Source: an optimization exercise on an open RTL-to-GDS flow (aim: small area, a short achievable clock period and few clock cycles per item). Production flows keep margins and buffers that such runs may drop. In this exercise RTL edits were held to simulation tests only and were not proved equivalent to the original. Power is estimated from default activity; no workload was simulated.

==> flow/design.v <==
`default_nettype none
package rx_phy_pkg;
  localparam logic [7:0] sym_stp = 8'hFB;
  localparam logic [7:0] sym_sdp = 8'h5C;
  localparam logic [7:0] sym_end = 8'hFD;
  localparam logic [7:0] sym_edb = 8'hFE;
endpackage
`default_nettype wire
`timescale 1ns/1ns
`default_nettype none
module rx_symbol_decode (
  input  logic [31:0] data_i,
  input  logic [3:0]  data_k_i,
  output logic [35:0] word_o
);
  always_comb begin
    for (int i = 0; i < 4; i++) begin
      logic [7:0] v;
      logic       s, t, g, f;
      v = data_i[8*i +: 8];
      t = (v == rx_phy_pkg::sym_stp);
      s = t || (v == rx_phy_pkg::sym_sdp);
      g = (v == rx_phy_pkg::sym_end);
      f = s || g || (v == rx_phy_pkg::sym_edb);
      word_o[9*i +: 9] = data_k_i[i] ? {1'b1, v[7:4], t, g, f, s} : {1'b0, v};
    end
  end
endmodule
`default_nettype wire
`timescale 1ns/1ns
`default_nettype none
module rx_data_handler (
  input  logic                  clk_i,
  input  logic                  rst_i,
  input  logic                  phy_link_up_i,
  input  logic                  phy_fifo_empty_i,
  output logic                  phy_fifo_rd_en_o,
  input  logic                  data_valid_i,
  input  logic [31:0]           data_i,
  input  logic [3:0]            data_k_i,
  output logic [31:0]           m_axis_tdata_o,
  output logic [3:0]            m_axis_tkeep_o,
  output logic                  m_axis_tvalid_o,
  output logic                  m_axis_tlast_o,
  output logic [1:0]            m_axis_tuser_o,
  input  logic                  m_axis_tready_i
);
  logic [35:0] word_in;
  rx_symbol_decode i_decode (
    .data_i   (data_i),
    .data_k_i (data_k_i),
    .word_o   (word_in)
  );
  logic [2:0][35:0] b_q;
  logic [2:0]  wp_q, rp_q;
  logic [35:0] w0_q;
  logic [1:0]  wc_q;
  logic        w0v_q;
  logic        rd_ok_q;
  logic        rd_q;
  logic [3:0]  m_q;
  logic        drop_q;
  logic        open_q;
  logic        tlp_q;
  logic [4:0]  hc_q;
  logic [3:0][7:0] acc_q;
  logic [31:0] od_q;
  logic [3:1]  ok_q;
  logic        ol_q;
  logic [1:0]  ou_q;
  logic        ov_q;
  logic            open_n, tlp_n;
  logic [4:0]      hc_n;
  logic [3:0][3:0] tgt;
  logic [3:0]      w_e, w_n;
  logic            emit;
  logic            cut;
  logic [3:0]      rem_m;
  logic [3:1]      e_keep;
  logic            e_last, e_nul, e_tlp;
  logic            quirk;
  logic [3:0]      d, f, s, g, t;
  logic [4:0]      ob, tb;
  logic [4:0][4:0] hb;
  logic [3:0]      ea, eb, em, pay, segn, prior, clash, cutb, go, first;
  logic [4:0]      stopb;
  logic [3:0][3:0] ln;
  logic [3:0]      we_all;
  always_comb begin
    for (int i = 0; i < 4; i++) begin
      d[i] = m_q[i] && !w0_q[9*i+8];
      f[i] = m_q[i] &&  w0_q[9*i+8] && w0_q[9*i+1];
      s[i] = m_q[i] &&  w0_q[9*i+8] && w0_q[9*i];
      g[i] = w0_q[9*i+2];
      t[i] = w0_q[9*i+3];
    end
    ob[0] = open_q;
    hb[0] = hc_q;
    tb[0] = tlp_q;
    for (int i = 0; i < 4; i++) begin
      pay[i]   = d[i] && ob[i];
      ea[i]    = pay[i] && hb[i][4];
      eb[i]    = f[i] && ob[i] && !hb[i][0];
      ln[i]    = ea[i] ? 4'b0001 : hb[i][3:0];
      ob[i+1]  = f[i] ? s[i] : ob[i];
      tb[i+1]  = s[i] ? t[i] : tb[i];
      hb[i+1]  = f[i] ? 5'b00001 : pay[i] ? {ln[i], 1'b0} : hb[i];
    end
    em = ea | eb;
    prior[0] = 1'b0;
    for (int i = 1; i < 4; i++) prior[i] = prior[i-1] || em[i-1];
    segn  = prior | ea;
    first = em & ~prior;
    we_all = '0;
    for (int i = 0; i < 4; i++) begin
      if (pay[i] && !segn[i]) we_all = we_all | ln[i];
    end
    for (int i = 0; i < 4; i++) begin
      clash[i] = pay[i] && segn[i] && ((ln[i] & we_all) != 4'b0000);
      cutb[i]  = (em[i] && prior[i] && !drop_q) || clash[i];
    end
    stopb[0] = 1'b0;
    for (int i = 0; i < 4; i++) stopb[i+1] = stopb[i] || cutb[i];
    go    = ~stopb[4:1];
    cut   = stopb[4];
    rem_m = m_q & stopb[4:1];
    open_n = ob[4];
    hc_n   = hb[4];
    tlp_n  = tb[4];
    for (int i = 3; i >= 0; i--) begin
      if (cutb[i] && !stopb[i]) begin
        open_n = ob[i];
        hc_n   = hb[i];
        tlp_n  = tb[i];
      end
    end
    emit   = em != 4'b0000;
    e_keep = 3'b111;
    e_last = 1'b0;
    e_nul  = 1'b0;
    e_tlp  = tlp_q;
    for (int i = 0; i < 4; i++) begin
      if (first[i]) begin
        e_tlp = tb[i];
        if (eb[i]) begin
          e_keep = {hb[i][4], hb[i][4] | hb[i][3], hb[i][4] | hb[i][3] | hb[i][2]};
          e_last = 1'b1;
          e_nul  = !g[i];
        end
      end
    end
    tgt = '0;
    w_e = '0;
    w_n = '0;
    for (int i = 0; i < 4; i++) begin
      if (pay[i] && (!segn[i] || go[i])) tgt[i] = ln[i];
      if (pay[i] && !segn[i])            w_e = w_e | ln[i];
      if (pay[i] && segn[i] && go[i])    w_n = w_n | ln[i];
    end
  end
  assign quirk = (m_q == 4'b1111) && open_q && hc_q[4] &&
                 !w0_q[8] && w0_q[17] && w0_q[9] && !w0_q[26] && w0_q[35] && w0_q[28];
  logic [3:0][7:0] sel, e_b;
  always_comb begin
    for (int j = 0; j < 4; j++) begin
      sel[j] = '0;
      for (int i = 0; i < 4; i++) begin
        sel[j] = sel[j] | ({8{tgt[i][j]}} & w0_q[9*i +: 8]);
      end
      e_b[j] = w_e[j] ? sel[j] : acc_q[j];
    end
  end
  logic fire, cons;
  logic [2:0] wc_n;
  always_comb begin
    w0_q = '0;
    for (int k = 0; k < 3; k++) w0_q = w0_q | ({36{rp_q[k]}} & b_q[k]);
  end
  assign fire   = w0v_q && (!ov_q || m_axis_tready_i);
  assign cons   = fire && !cut;
  logic [2:0] wc_in, wc_in_rd;
  assign wc_in    = {1'b0, wc_q} + {2'b00, data_valid_i};
  assign wc_in_rd = wc_in + {2'b00, phy_fifo_rd_en_o};
  assign wc_n     = cons ? wc_in - 3'd1 : wc_in;
  assign phy_fifo_rd_en_o = !rst_i && phy_link_up_i && !phy_fifo_empty_i && rd_ok_q;
  always_ff @(posedge clk_i) begin
    if (rst_i) begin
      wc_q    <= 2'd0;
      w0v_q   <= 1'b0;
      wp_q    <= 3'b001;
      rp_q    <= 3'b001;
      rd_q    <= 1'b0;
      rd_ok_q <= 1'b0;
      open_q  <= 1'b0;
      ov_q    <= 1'b0;
    end else begin
      rd_q    <= phy_fifo_rd_en_o;
      wc_q    <= wc_n[1:0];
      w0v_q   <= cons ? (wc_in > 3'd1) : (wc_in != 3'd0);
      if (data_valid_i) wp_q <= {wp_q[1:0], wp_q[2]};
      if (cons)         rp_q <= {rp_q[1:0], rp_q[2]};
      rd_ok_q <= cons ? (wc_in_rd <= 3'd3) : (wc_in_rd <= 3'd2);
      if (fire) begin
        open_q <= open_n;
      end
      ov_q <= (fire && emit) || (ov_q && !m_axis_tready_i);
    end
  end
  always_ff @(posedge clk_i) begin
    for (int k = 0; k < 3; k++) begin
      if (data_valid_i && wp_q[k]) b_q[k] <= word_in;
    end
    if (fire) begin
      tlp_q <= tlp_n;
      hc_q  <= hc_n;
    end
    if (!w0v_q) begin
      m_q    <= 4'b1111;
      drop_q <= 1'b0;
    end else if (fire) begin
      m_q    <= cut ? rem_m : 4'b1111;
      drop_q <= cut && quirk;
    end
    for (int j = 0; j < 4; j++) begin
      if (fire && (w_e[j] || w_n[j])) acc_q[j] <= sel[j];
    end
    if (fire && emit) begin
      od_q <= e_b;
      ok_q <= e_keep;
      ol_q <= e_last;
      ou_q <= {e_nul && e_last, e_tlp};
    end
  end
  assign m_axis_tvalid_o = ov_q;
  assign m_axis_tdata_o  = od_q;
  assign m_axis_tkeep_o  = {ok_q, 1'b1};
  assign m_axis_tlast_o  = ol_q;
  assign m_axis_tuser_o  = ou_q;
endmodule
`default_nettype wire
clock: 8.0 ns
lec_check: 0
abc_area: 1
cap_margin: 20
core_margin: 2
core_utilization: 40
cts_buf_list: sky130_fd_sc_hd__clkbuf_8
gpl_timing_driven: 0
place_density: 0.6
setup_slack_margin: 4.3
slew_margin: 20
run.sh (not shown) runs the stock make flow with config.mk's settings and CLKGATE_MAP_FILE= SYNTH_SCRIPT=/design/flow/synth_recipe.tcl, a recipe that flattens the netlist after the stock synthesis.
Testbench counts at the start, summed over its fixed seeds: cycles 34,759, items 32,299.
Edit:
--- a/flow/design.v
+++ b/flow/design.v
@@ -172,9 +172,9 @@
   end
   logic fire, cons;
-  logic [2:0] wc_n;
   always_comb begin
     w0_q = '0;
     for (int k = 0; k < 3; k++) w0_q = w0_q | ({36{rp_q[k]}} & b_q[k]);
   end
+  logic [2:0] wc_n;
   assign fire   = w0v_q && (!ov_q || m_axis_tready_i);
   assign cons   = fire && !cut;
Outcome: The new run ran to the end with no violations; wire length does not change; clock skew is unchanged; total power stays the same; die area is unchanged; final cell count stays the same; worst hold slack is unchanged; critical path depth does not change; clock-buffer cell count stays the same; utilization does not change.
Testbench counts after the change, summed over its fixed seeds: cycles 34,759, items 32,299.

[separate check: timing with driven ports]
In the flow no input, the clock included, has a driving cell. The finished layouts below were timed again as built, in two steps.
Step 1, drivers: a clkbuf_16 drives clk_i and a buf_2 each remaining input, both assumed.
Step 2 times the ports against the registers' clock, not the clock port: input delays grow and output delays shrink by t, the midpoint of the rising clock arrivals with the driver on.
Slacks: ideal / step 1 / step 2; pairs: ideal / step 1.
run | shift t [ns] | setup slack, ns | worst register clock-pin slew, ns
the first run | 0.564 | 4.362 / 4.332 / 4.149 | 0.06 / 0.06
the second run | 0.564 | 4.362 / 4.332 / 4.149 | 0.06 / 0.06
After both steps every run listed still meets setup and hold.
